What follows belongs to an exercise in optimizing a design on an open flow for small area, a short achievable clock period and few clock cycles per item; a production flow would make more cautious choices. In this exercise RTL edits were held to simulation tests only and were not proved equivalent to the original. No activity file was given, so power comes from the tool's default toggle rates.

== oak ==
Design dcache_ctrl, start of the top module:
module dcache_ctrl #(
  parameter int INDEX_BITS = 4
) (
  input  logic         clk_i,
  input  logic         rst_i,
  input  logic         cpu_req_i,
  input  logic         cpu_we_i,
  input  logic [31:0]  cpu_addr_i,
  input  logic [31:0]  cpu_data_i,
  output logic [31:0]  cpu_data_o,
  output logic         cpu_stall_o,
  output logic         mem_enable_o,
  output logic         mem_write_o,
  output logic [31:0]  mem_addr_o,
  output logic [255:0] mem_data_o,
  input  logic [255:0] mem_data_i,
  input  logic         mem_ack_i
);
Settings: LEC_CHECK=0, CAP_MARGIN=20, CORE_MARGIN=2, CORE_UTILIZATION=45, CTS_CLUSTER_DIAMETER=100, CTS_CLUSTER_SIZE=30, PLACE_DENSITY=0.6, SETUP_SLACK_MARGIN=4, SLEW_MARGIN=20, TNS_END_PERCENT=0; clock period 10.0 ns.
run.sh (not shown) runs the stock make flow with config.mk's settings and CLKGATE_MAP_FILE= SYNTH_SCRIPT=/design/flow/synth_recipe.tcl, a recipe that flattens the netlist after the stock synthesis.
Having completed the whole flow, oak delivered a layout that passed the timing, DRC and antenna checks.
Testbench counts of oak, summed over its fixed seeds: cycles 81,298, accesses 48,000.
Inputs modified between oak and pine:
diff --git a/flow/config.mk b/flow/config.mk
--- a/flow/config.mk
+++ b/flow/config.mk
@@ -9,6 +9,6 @@
 export CORE_MARGIN = 2
-export CORE_UTILIZATION = 45
+export CORE_UTILIZATION = 60
 export CTS_CLUSTER_DIAMETER = 100
 export CTS_CLUSTER_SIZE = 30
-export PLACE_DENSITY = 0.6
+export PLACE_DENSITY = 0.72
 export SETUP_SLACK_MARGIN = 4
[summary]
pine was carried through to the last stage, and its layout satisfied the timing, DRC and antenna checks. Delta (pine minus oak): number of antenna violations at the first check in global routing grew by about 1.5%, post-synthesis to final-layout area growth shrank by 2.1 points, mean number of vias per cell grew by 0.69, pin slew with the least headroom to its limit shrank by 15 ps. Diff oak -> pine | core area | decrease of 25%. Number of nets with antenna violations after detailed routing: pine vs oak, no meaningful difference. In the flow results for oak and pine, the clock-buffer cell count is larger on oak.
--- input diff pine..birch ---
==> flow/flow/run.sh (new file) <==
#!/bin/bash
# The standard ORFS layout (the standard.sh, with its standard synthesis), except that:
#  - the input and output ports are buffered with buf_2 instead of the default delay-buffer cell;
#  - the resizer may size a cell to any drive strength, not only to cells of the same width
#    (MATCH_CELL_FOOTPRINT=0).
# Every ORFS step writes its full log under orfs/logs/; make's own output goes to make_finish.log.
set -euo pipefail
export BUFFER_PORTS_ARGS="-buffer_cell sky130_fd_sc_hd__buf_2"
bash standard.sh MATCH_CELL_FOOTPRINT=0 finish > make_finish.log 2>&1
==> flow/standard.sh (new file) <==
#!/bin/bash
# synth_recipe.tcl (not shown) runs the flow's synth.tcl, then flattens the netlist and writes it again
# the make line also repeats each setting of config.mk as NAME=value (left out here)
make -C /OpenROAD-flow-scripts/flow DESIGN_CONFIG=/design/flow/config.mk WORK_HOME=/design/flow/orfs CLKGATE_MAP_FILE= SYNTH_SCRIPT=/design/flow/synth_recipe.tcl "${@:-finish}"
diff --git a/flow/config.mk b/flow/config.mk
--- a/flow/config.mk
+++ b/flow/config.mk
@@ -9,6 +9,6 @@
 export CORE_MARGIN = 2
-export CORE_UTILIZATION = 60
-export CTS_CLUSTER_DIAMETER = 100
-export CTS_CLUSTER_SIZE = 30
-export PLACE_DENSITY = 0.72
+export CORE_UTILIZATION = 45
+export CTS_CLUSTER_DIAMETER = 80
+export CTS_CLUSTER_SIZE = 24
+export PLACE_DENSITY = 0.6
 export SETUP_SLACK_MARGIN = 4
removed: flow/run.sh
### Flow results
Share of the cycle needed by the critical path after routing: birch vs pine up 0.16 points
In the tables for pine and birch, core utilization reads lower with birch.
After detailed routing, pine needs less wire than birch.
Cell area | birch vs pine | birch smaller
Per the comparison of birch with pine, power of the combinational group went down by 8.6%; fraction of layout cells with a size suffix above 1 went up by 6.1 points; number of tapcells went up by 1,303.
Per the comparison of birch with pine, routed wire length per instance fell 2.9%, cell count rose 10%.
Inputs modified between birch and maple:
==> flow/flow/run.sh <==
#!/bin/bash
# The standard ORFS layout (the standard.sh, with its standard synthesis), except that the
# input and output ports are buffered with buf_2 instead of the default delay-buffer cell.
# Every ORFS step writes its full log under orfs/logs/; make's own output goes to make_finish.log.
set -euo pipefail
export BUFFER_PORTS_ARGS="-buffer_cell sky130_fd_sc_hd__buf_2"
bash standard.sh finish > make_finish.log 2>&1
diff --git a/flow/config.mk b/flow/config.mk
--- a/flow/config.mk
+++ b/flow/config.mk
@@ -10,4 +10,5 @@
 export CORE_UTILIZATION = 45
-export CTS_CLUSTER_DIAMETER = 80
-export CTS_CLUSTER_SIZE = 24
+export CTS_CLUSTER_DIAMETER = 90
+export CTS_CLUSTER_SIZE = 27
+export GPL_ROUTABILITY_DRIVEN = 0
 export PLACE_DENSITY = 0.6
==> comparison <==
Diff birch -> maple: switching power fell 0.64%, upper clock frequency limit +1.6%, via count of the first global-routing pass up 0.30%, least setup slack across all paths after layout went up by 120 ps.
As far as end-of-flow core utilization is concerned, maple and birch perform about the same.
Diff maple..birch | sequential share of layout area | negligible
The final cell count on maple is in line with that on birch.
Going from birch to maple, layout buffer count excluding clock buffers grew by a few percent.


The RTL this note starts from:
==> flow/design.v <==
`timescale 1ns/1ps
module dcache_ctrl #(
  parameter int INDEX_BITS = 4
) (
  input  logic         clk_i,
  input  logic         rst_i,
  input  logic         cpu_req_i,
  input  logic         cpu_we_i,
  input  logic [31:0]  cpu_addr_i,
  input  logic [31:0]  cpu_data_i,
  output logic [31:0]  cpu_data_o,
  output logic         cpu_stall_o,
  output logic         mem_enable_o,
  output logic         mem_write_o,
  output logic [31:0]  mem_addr_o,
  output logic [255:0] mem_data_o,
  input  logic [255:0] mem_data_i,
  input  logic         mem_ack_i
);
  localparam int LINES = 2 ** INDEX_BITS;
  localparam int TAG_W = 27 - INDEX_BITS;
  logic [LINES-1:0] valid_q, dirty_q;
  logic [TAG_W-1:0] tag_q  [LINES];
  logic [255:0]     data_q [LINES];
  logic [INDEX_BITS-1:0] idx;
  logic [TAG_W-1:0]      req_tag;
  logic [2:0]            word;
  logic [1:0]            unused_byte_offset;
  assign unused_byte_offset = cpu_addr_i[1:0];
  assign word    = cpu_addr_i[4:2];
  assign idx     = cpu_addr_i[4+INDEX_BITS:5];
  assign req_tag = cpu_addr_i[31:5+INDEX_BITS];
  logic [LINES-1:0] sel;
  logic [TAG_W-1:0] line_tag;
  logic             hit, victim_dirty, refill;
  always_comb
    for (int l = 0; l < LINES; l++) sel[l] = (idx == l);
  assign line_tag     = tag_q[idx];
  assign hit          = cpu_req_i & valid_q[idx] & (line_tag == req_tag);
  assign victim_dirty = dirty_q[idx];
  assign refill       = mem_ack_i & ~victim_dirty;
  assign cpu_stall_o  = cpu_req_i & ~hit & ~refill;
  assign mem_enable_o = cpu_req_i & ~hit;
  assign mem_write_o  = victim_dirty;
  assign mem_addr_o   = {victim_dirty ? line_tag : req_tag, idx, 5'b0};
  logic [127:0] la1 [8], la2 [4], la3 [2];
  logic [127:0] hb1 [8], hb2 [4], hb3 [2];
  always_comb begin
    for (int i = 0; i < 8; i++) la1[i] = idx[0] ? data_q[2*i+1][127:0] : data_q[2*i][127:0];
    for (int i = 0; i < 4; i++) la2[i] = idx[1] ? la1[2*i+1] : la1[2*i];
    for (int i = 0; i < 2; i++) la3[i] = idx[2] ? la2[2*i+1] : la2[2*i];
    for (int i = 0; i < 8; i++) hb1[i] = idx[2] ? data_q[4*((2*i+1)%4) + (2*i+1)/4][255:128]
                                                : data_q[4*((2*i)%4)   + (2*i)/4][255:128];
    for (int i = 0; i < 4; i++) hb2[i] = idx[3] ? hb1[2*i+1] : hb1[2*i];
    for (int i = 0; i < 2; i++) hb3[i] = idx[0] ? hb2[2*i+1] : hb2[2*i];
  end
  assign mem_data_o[127:0]   = idx[3] ? la3[1] : la3[0];
  assign mem_data_o[255:128] = idx[1] ? hb3[1] : hb3[0];
  assign cpu_data_o   = mem_ack_i ? mem_data_i[{word, 5'b0} +: 32] : mem_data_o[{word, 5'b0} +: 32];
  always_ff @(posedge clk_i or posedge rst_i) begin
    if (rst_i) begin
      valid_q <= '0;
      dirty_q <= '0;
    end else begin
      for (int l = 0; l < LINES; l++) begin
        if (sel[l] & mem_ack_i) begin
          valid_q[l] <= 1'b1;
          dirty_q[l] <= ~dirty_q[l] & cpu_we_i;
        end else if (sel[l] & hit & cpu_we_i) begin
          dirty_q[l] <= 1'b1;
        end
      end
    end
  end
  logic [255:0] wdata;
  logic [7:0]   wsel;
  always_comb begin
    for (int w = 0; w < 8; w++) begin
      wsel[w] = cpu_we_i & (word == w);
      wdata[w*32 +: 32] = wsel[w] ? cpu_data_i : mem_data_i[w*32 +: 32];
    end
  end
  always_ff @(posedge clk_i) begin
    for (int l = 0; l < LINES; l++) begin
      if (sel[l] & refill) tag_q[l] <= req_tag;
      for (int w = 0; w < 8; w++)
        if (sel[l] & (refill | (hit & wsel[w])))
          data_q[l][w*32 +: 32] <= wdata[w*32 +: 32];
    end
  end
endmodule
Settings: LEC_CHECK=0, CAP_MARGIN=20, CORE_MARGIN=2, CORE_UTILIZATION=45, CTS_CLUSTER_DIAMETER=80, CTS_CLUSTER_SIZE=24, PLACE_DENSITY=0.6, SETUP_SLACK_MARGIN=4, SLEW_MARGIN=20, TNS_END_PERCENT=0; clock period 10.0 ns.
standard.sh (not shown) runs the stock make flow with config.mk's settings and CLKGATE_MAP_FILE= SYNTH_SCRIPT=/design/flow/synth_recipe.tcl, a recipe that flattens the netlist after the stock synthesis.
==> flow/flow/run.sh <==
#!/bin/bash
# The standard ORFS layout (the standard.sh, with its standard synthesis), except that the
# input and output ports are buffered with buf_2 instead of the default delay-buffer cell.
# Every ORFS step writes its full log under orfs/logs/; make's own output goes to make_finish.log.
set -euo pipefail
export BUFFER_PORTS_ARGS="-buffer_cell sky130_fd_sc_hd__buf_2"
bash standard.sh finish > make_finish.log 2>&1
Testbench counts at the start, summed over its fixed seeds: cycles 81,298, accesses 48,000.
Rerun with:
Settings changed: CTS_CLUSTER_DIAMETER 80 to 90, CTS_CLUSTER_SIZE 24 to 27, GPL_ROUTABILITY_DRIVEN set to 0.
Via count hardly moves.
Final area hardly moves.
Hold slack barely changes.
Die area stays the same.
Synthesized cell count is unchanged.
Area after synthesis does not change.
Global-route usage is lower by 0.13 points.
Count of clock-buffer cells in the layout is lower by 20.

==> re-timing with driven ports <==
How much do the figures lean on ideal ports? The routed layouts below were timed once more, with nothing changed but the port constraints. Step 1, drivers: a clkbuf_16 drives clk_i and a buf_2 each remaining input, both assumed. Step 2 moves the port delays by t, midway between the first and last clock arrival at a register: inputs arrive t later, outputs are due t later. That takes back most of the time a late clock gives input paths. a / b / c = no drivers / after step 1 / after step 2; a / b = the first two.
| run | shift t [ns] | setup WS [ns] | worst setup path after step 2 | worst slew at a driven data input, ns | pins driven straight from the clock port |
|---|---|---|---|---|---|
| oak | 1.061 | 2.701 / 1.869 / 1.869 | input to output | 1.07 | 1 |
| pine | 1.027 | 2.608 / 2.033 / 1.749 | input to register | 0.68 | 1 |
| birch | 1.091 | 2.591 / 2.154 / 2.149 | input to register | 0.51 | 1 |
| maple | 1.087 | 2.707 / 2.194 / 2.041 | input to register | 0.60 | 1 |
| the first run of note 2 | 1.097 | 2.696 / 2.251 / 1.987 | input to register | 0.55 | 1 |
| the second run of note 2 | 1.075 | 2.640 / 2.334 / 2.192 | input to register | 0.40 | 1 |
After both steps setup and hold are still met in every run listed. For pine, which loses most, drivers alone change the setup slack by -0.575 ns; drivers and shift together by -0.859 ns.
